This is an optimization exercise on Yosys and OpenROAD, whose aim is small area, not a production implementation. Where RTL was checked, it was by simulation tests only, not by an equivalence proof against the original.

==> flow/design.v <==
`default_nettype none
package cpu_pkg;
    localparam int WORD_W = 32;
    localparam int REG_W  = 5;
    localparam int OP_W   = 5;
    typedef logic [WORD_W-1:0] word_t;     
    typedef logic [WORD_W-1:0] insn_t;
    typedef logic [REG_W-1:0]  reg_idx_t;
    typedef logic [OP_W-1:0]   opcode_t;
    typedef logic [OP_W-1:0]   alu_op_t;
    typedef enum logic [1:0] {FWD_RF, FWD_MEM, FWD_WB} fwd_sel_t;
    localparam opcode_t OP_RTYPE = 5'd0;
    localparam opcode_t OP_J     = 5'd1;
    localparam opcode_t OP_BNE   = 5'd2;
    localparam opcode_t OP_JAL   = 5'd3;
    localparam opcode_t OP_JR    = 5'd4;
    localparam opcode_t OP_ADDI  = 5'd5;
    localparam opcode_t OP_BLT   = 5'd6;
    localparam opcode_t OP_SW    = 5'd7;
    localparam opcode_t OP_LW    = 5'd8;
    localparam alu_op_t ALU_ADD = 5'd0;
    localparam alu_op_t ALU_SUB = 5'd1;
    localparam alu_op_t ALU_AND = 5'd2;
    localparam alu_op_t ALU_OR  = 5'd3;
    localparam alu_op_t ALU_SLL = 5'd4;
    localparam alu_op_t ALU_SRA = 5'd5;
    localparam int OPC_HI   = 31;
    localparam int OPC_LO   = 27;
    localparam int RD_HI    = 26;
    localparam int RD_LO    = 22;
    localparam int RS_HI    = 21;
    localparam int RS_LO    = 17;
    localparam int RT_HI    = 16;
    localparam int RT_LO    = 12;
    localparam int SHAMT_HI = 11;
    localparam int SHAMT_LO = 7;
    localparam int FUNC_HI  = 6;
    localparam int FUNC_LO  = 2;
    localparam int IMM_HI   = 16;    
    localparam int IMM_LO   = 0;
    localparam int TGT_HI   = 26;    
    localparam int TGT_LO   = 0;
    localparam reg_idx_t LINK_REG = 5'd31;    
    localparam insn_t    NOP_INSN = '0;       
endpackage
`default_nettype wire
`timescale 1ns/1ns
`default_nettype none
module processor (
    input  logic        clock,
    input  logic        rst_n,
    output logic [31:0] address_imem,
    input  logic [31:0] q_imem,
    output logic [31:0] address_dmem,
    output logic [31:0] data,
    output logic        wren,
    input  logic [31:0] q_dmem,
    output logic        ctrl_writeEnable,
    output logic [4:0]  ctrl_writeReg,
    output logic [4:0]  ctrl_readRegA,
    output logic [4:0]  ctrl_readRegB,
    output logic [31:0] data_writeReg,
    input  logic [31:0] data_readRegA,
    input  logic [31:0] data_readRegB
);
    localparam logic [2:0] S_F = 3'd0, S_E1 = 3'd1, S_E2 = 3'd2, S_M = 3'd3, S_P = 3'd4,
                           S_R1 = 3'd5, S_R2 = 3'd6, S_R3 = 3'd7;
    logic [31:0] pc;      
    logic [31:0] x;       
    logic [31:0] y;       
    logic [4:0]  ra;      
    logic [2:0]  st;
    logic        we_r;
    logic        wren_r;
    logic        taken_r;
    logic [4:0]  op, rd, rs, rt, sh, fn;
    assign op = q_imem[31:27];
    assign rd = q_imem[26:22];
    assign rs = q_imem[21:17];
    assign rt = q_imem[16:12];
    assign sh = q_imem[11:7];
    assign fn = q_imem[6:2];
    logic is_r, is_j, is_bne, is_jal, is_jr, is_addi, is_blt, is_sw, is_lw;
    assign is_r    = (op == 5'd0);
    assign is_j    = (op == 5'd1);
    assign is_bne  = (op == 5'd2);
    assign is_jal  = (op == 5'd3);
    assign is_jr   = (op == 5'd4);
    assign is_addi = (op == 5'd5);
    assign is_blt  = (op == 5'd6);
    assign is_sw   = (op == 5'd7);
    assign is_lw   = (op == 5'd8);
    logic in_p, in_m, in_r4;
    assign in_p  = (st == S_P);
    assign in_m  = (st == S_M);
    assign in_r4 = (st == S_R1) || (st == S_R2) || (st == S_R3);
    logic is_sub, is_cmp, to_tgt;
    assign is_sub = is_r && (fn == 5'd1);
    assign is_cmp = is_sub || is_bne || is_blt;       
    assign to_tgt = is_j || is_jal;
    logic use_pc, use_y, use_port, use_nport, use_imm, use_tgt, cin;
    always_comb begin
        if (!rst_n) begin
            use_pc    = 1'b0;
            use_y     = 1'b0;
            use_port  = 1'b0;
            use_nport = 1'b0;
            use_imm   = 1'b0;
            use_tgt   = 1'b0;
            cin       = 1'b0;
        end else if (in_p) begin
            use_pc    = !(to_tgt || is_jr);
            use_y     = is_jr;
            use_port  = 1'b0;
            use_nport = 1'b0;
            use_imm   = taken_r;
            use_tgt   = to_tgt;
            cin       = !(to_tgt || is_jr);
        end else begin
            use_pc    = is_jal;
            use_y     = !is_jal;
            use_port  = is_r && !is_sub;
            use_nport = is_cmp;
            use_imm   = !is_jal && !is_r && !is_bne && !is_blt;
            use_tgt   = 1'b0;
            cin       = is_jal || is_cmp;
        end
    end
    logic [31:0] immx;    
    assign immx = {{5{use_tgt ? q_imem[26] : q_imem[16]}},
                   use_tgt ? q_imem[26:17] : {10{q_imem[16]}}, q_imem[16:0]};
    logic [31:0] port;
    assign port = data_readRegA;
    logic [31:0] op1, op2;
    assign op1 = ({32{use_pc}} & pc) | ({32{use_y}} & y);
    assign op2 = ({32{use_port}} & port) | ({32{use_nport}} & ~port)
               | ({32{use_imm || use_tgt}} & immx);
    logic [31:0] pp, gg, sum, pg_g, pg_p;
    logic [32:0] cc;
    assign pp = op1 ^ op2;
    assign gg = op1 & op2;
    always_comb begin
        pg_g = gg;
        pg_p = pp;
        for (int l = 1; l < 32; l = l * 2)
            for (int i = 2*l-1; i < 32; i += 2*l) begin
                pg_g[i] = pg_g[i] | (pg_p[i] & pg_g[i-l]);
                pg_p[i] = pg_p[i] & pg_p[i-l];
            end
        for (int l = 8; l >= 1; l = l / 2)
            for (int i = 3*l-1; i < 32; i += 2*l) begin
                pg_g[i] = pg_g[i] | (pg_p[i] & pg_g[i-l]);
                pg_p[i] = pg_p[i] & pg_p[i-l];
            end
        cc[0] = cin;
        for (int i = 0; i < 32; i++) cc[i+1] = pg_g[i] | (pg_p[i] & cin);
    end
    assign sum = pp ^ cc[31:0];
    logic eq, lt, taken;
    assign eq    = &pp;                                      
    assign lt    = (y[31] ^ port[31]) ? y[31] : sum[31];     
    assign taken = (is_bne && !eq) || (is_blt && !lt && !eq);
    logic        is_sll, is_sra, is_shift;
    logic [4:0]  rot;
    logic [31:0] rotl, keepv, fillv;
    logic [3:0]  low_ok;      
    logic [7:0]  nib_ok;      
    logic        fill;
    assign is_sll   = is_r && (fn == 5'd4);
    assign is_sra   = is_r && (fn == 5'd5);
    assign is_shift = is_sll || is_sra;
    assign rot      = is_sra ? (5'd0 - sh) : sh;
    assign fill     = is_sra && y[31];
    always_comb begin
        logic [63:0] dbl;
        dbl  = {y, y} << rot[1:0];
        rotl = dbl[63:32];
        for (int i = 0; i < 4; i++) low_ok[i] = (2'(i) >= rot[1:0]);
        for (int n = 0; n < 8; n++) nib_ok[n] = (n + int'(rot[4:2])) < 8;
        for (int i = 0; i < 32; i++) begin
            logic keep;
            keep = nib_ok[i/4] && (i >= 4 || low_ok[i]);
            if (is_sra) keep = !keep || (sh == 5'd0);
            keepv[i] = keep && is_shift;
            fillv[i] = !keep && is_shift && fill;
        end
    end
    logic en_sum, en_and, en_or;
    assign en_sum = !is_r || (fn == 5'd0) || is_sub;
    assign en_and = is_r && (fn == 5'd2);
    assign en_or  = is_r && (fn == 5'd3);
    logic [31:0] alu;
    assign alu = ({32{en_sum}} & sum) | ({32{en_and}} & y & port) | ({32{en_or}} & (y | port))
               | (keepv & rotl) | fillv;
    logic writes;
    assign writes = (is_r || is_addi || is_lw || is_jal) && ((rd != 5'd0) || is_jal);
    logic [2:0] after_e2, after_r16;
    always_comb begin
        case (rot[3:2])
            2'd0:    after_r16 = S_P;
            2'd1:    after_r16 = S_R1;
            2'd2:    after_r16 = S_R2;
            default: after_r16 = S_R3;
        endcase
        if (is_lw || (is_shift && rot[4])) after_e2 = S_M;
        else if (is_shift)                after_e2 = after_r16;
        else                              after_e2 = S_P;
    end
    always_ff @(posedge clock) begin
        x <= ({32{in_m && is_lw}} & q_dmem) | ({32{in_m && !is_lw}} & {x[15:0], x[31:16]})
           | ({32{in_r4}} & {x[27:0], x[31:28]}) | ({32{!in_m && !in_r4}} & alu);
        y <= port;
        case (st)
            S_F:     ra <= rs;
            S_E1:    ra <= is_r ? rt : rd;
            default: ra <= is_jal ? 5'd31 : rd;
        endcase
        taken_r <= taken;
    end
    always_ff @(posedge clock) begin
        if (!rst_n || in_p) begin
            pc <= sum;
        end
    end
    always_ff @(posedge clock) begin
        if (!rst_n) begin
            st <= S_F;
        end else begin
            case (st)
                S_F:     st <= S_E1;
                S_E1:    st <= S_E2;
                S_E2:    st <= after_e2;
                S_M:     st <= is_lw ? S_P : after_r16;
                S_R3:    st <= S_R2;
                S_R2:    st <= S_R1;
                S_R1:    st <= S_P;
                default: st <= S_F;
            endcase
        end
    end
    always_ff @(posedge clock) begin
        we_r   <= writes;
        wren_r <= is_sw;
    end
    assign address_imem     = pc;
    assign address_dmem     = x;
    assign data             = y;
    assign wren             = wren_r && in_p;
    assign ctrl_writeEnable = we_r && in_p;
    assign ctrl_writeReg    = ra;
    assign data_writeReg    = x;
    assign ctrl_readRegA    = ra;
    assign ctrl_readRegB    = ra;
endmodule
`default_nettype wire
==> flow/config.mk <==
export PLATFORM = sky130hd
export DESIGN_NAME = processor
export DESIGN_NICKNAME = processor
export VERILOG_FILES = /design/flow/design.v
export SDC_FILE = /design/flow/constraint.sdc
export NUM_CORES = 4
export LEC_CHECK = 0
export CAP_MARGIN = 0
export CORE_MARGIN = 2
export CORE_UTILIZATION = 70
export CTS_BUF_LIST = sky130_fd_sc_hd__clkbuf_8
export PLACE_DENSITY = 0.8
export SLEW_MARGIN = 0
==> flow/constraint.sdc <==
create_clock -name core_clock -period 10.0 [get_ports {clock}]
set_input_delay 2.0000 -clock core_clock [delete_from_list [all_inputs] [get_ports {clock}]]
set_output_delay 2.0000 -clock core_clock [all_outputs]
set_load 0.01 [all_outputs]
standard.sh (not shown) runs the stock make flow with config.mk's settings and CLKGATE_MAP_FILE= SYNTH_SCRIPT=/design/flow/synth_recipe.tcl, a recipe that flattens the netlist after the stock synthesis.
==> flow/flow/run.sh <==
#!/bin/bash
# Standard ORFS layout with three changes: ABC maps the logic with flow/area.abc,
# the port buffers use the smallest buffer cell, and clock tree synthesis adds
# no dummy loads. Each tool's output goes to a log file in this folder.
set -euo pipefail
here=$(pwd)
# the standard synthesis script, with abc's -script replaced
cat > "$here/synth_area.tcl" <<EOF
proc abc {args} {
    set i [lsearch -exact \$args -script]
    if {\$i >= 0} {
        lset args [expr {\$i + 1}] {$here/flow/area.abc}
    }
    yosys abc {*}\$args
}
source {$here/synth_recipe.tcl}
EOF
export BUFFER_PORTS_ARGS="-buffer_cell sky130_fd_sc_hd__buf_1"
export CTS_ARGS="-sink_clustering_enable -repair_clock_nets -buf_list sky130_fd_sc_hd__clkbuf_8 -dont_use_dummy_load"
bash standard.sh "SYNTH_SCRIPT=$here/synth_area.tcl" synth > synth.log 2>&1
bash standard.sh "BUFFER_PORTS_ARGS=$BUFFER_PORTS_ARGS" "CTS_ARGS=$CTS_ARGS" finish > layout.log 2>&1
==> flow/flow/area.abc <==
strash
&get -n
&st
&dch -f
&nf -R 1000
&put
strash
&get -n
&st
&dch -f
&nf -R 1000
&put
topo
Then changed:
--- a/flow/design.v
+++ b/flow/design.v
@@ -134,27 +134,26 @@
     logic [31:0] op1, op2;
     assign op1 = ({32{use_pc}} & pc) | ({32{use_y}} & y);
     assign op2 = ({32{use_port}} & port) | ({32{use_nport}} & ~port)
                | ({32{use_imm || use_tgt}} & immx);
-    logic [31:0] pp, gg, sum, pg_g, pg_p;
+    logic [31:0] pp, gg, sum;
     logic [32:0] cc;
+    logic [7:0]  grp_g, grp_p;
+    logic [8:0]  grp_c;
     assign pp = op1 ^ op2;
     assign gg = op1 & op2;
     always_comb begin
-        pg_g = gg;
-        pg_p = pp;
-        for (int l = 1; l < 32; l = l * 2)
-            for (int i = 2*l-1; i < 32; i += 2*l) begin
-                pg_g[i] = pg_g[i] | (pg_p[i] & pg_g[i-l]);
-                pg_p[i] = pg_p[i] & pg_p[i-l];
-            end
-        for (int l = 8; l >= 1; l = l / 2)
-            for (int i = 3*l-1; i < 32; i += 2*l) begin
-                pg_g[i] = pg_g[i] | (pg_p[i] & pg_g[i-l]);
-                pg_p[i] = pg_p[i] & pg_p[i-l];
-            end
-        cc[0] = cin;
-        for (int i = 0; i < 32; i++) cc[i+1] = pg_g[i] | (pg_p[i] & cin);
+        for (int k = 0; k < 8; k++) begin
+            grp_g[k] = gg[4*k+3] | (pp[4*k+3] & (gg[4*k+2] | (pp[4*k+2] & (gg[4*k+1] | (pp[4*k+1] & gg[4*k])))));
+            grp_p[k] = &pp[4*k +: 4];
+        end
+        grp_c[0] = cin;
+        for (int k = 0; k < 8; k++) grp_c[k+1] = grp_g[k] | (grp_p[k] & grp_c[k]);
+        for (int k = 0; k < 8; k++) begin
+            cc[4*k] = grp_c[k];
+            for (int j = 0; j < 3; j++) cc[4*k+j+1] = gg[4*k+j] | (pp[4*k+j] & cc[4*k+j]);
+        end
+        cc[32] = grp_c[8];
     end
     assign sum = pp ^ cc[31:0];
     logic eq, lt, taken;
     assign eq    = &pp;                                      
=>
- The new run passed the timing, DRC and antenna checks
- cell count decreases by 0.62%
- wire length goes up by 7.2%
- setup slack is worse by 1200 ps
- area after synthesis is higher by 0.65%
- register-to-register slack degrades by 810 ps
Function not checked in the first run of this note: the RTL went through the layout flow alone.

==> separate check: timing with driven ports <==
Ports are ideal in the flow. The routed layouts listed here were re-timed in OpenROAD.
Step 1 sets driving cells, clkbuf_16 on the clock port and buf_2 on the other inputs (assumed; they add their load-dependent delay and slew).
Step 2 also shifts input and output timing later by t, the mid clock arrival at the registers, as if the neighbouring blocks saw the same clock.
Slacks: ideal / step 1 / step 2; pairs: ideal / step 1.
run	t, ns	setup slack, ns	worst setup path after step 2	worst slew at a driven data input, ns	cell pins on the clock port's net
the first run	0.411	1.548 / 1.565 / 1.154	input to register	0.08	1
the second run	0.425	0.346 / 0.359 / -0.066	input to register	0.04	1
With both steps, setup timing fails in the second run, where it was met with ideal ports. The setup slack of the second run, which loses most, moves by +0.013 ns with the drivers and by -0.412 ns with both steps.
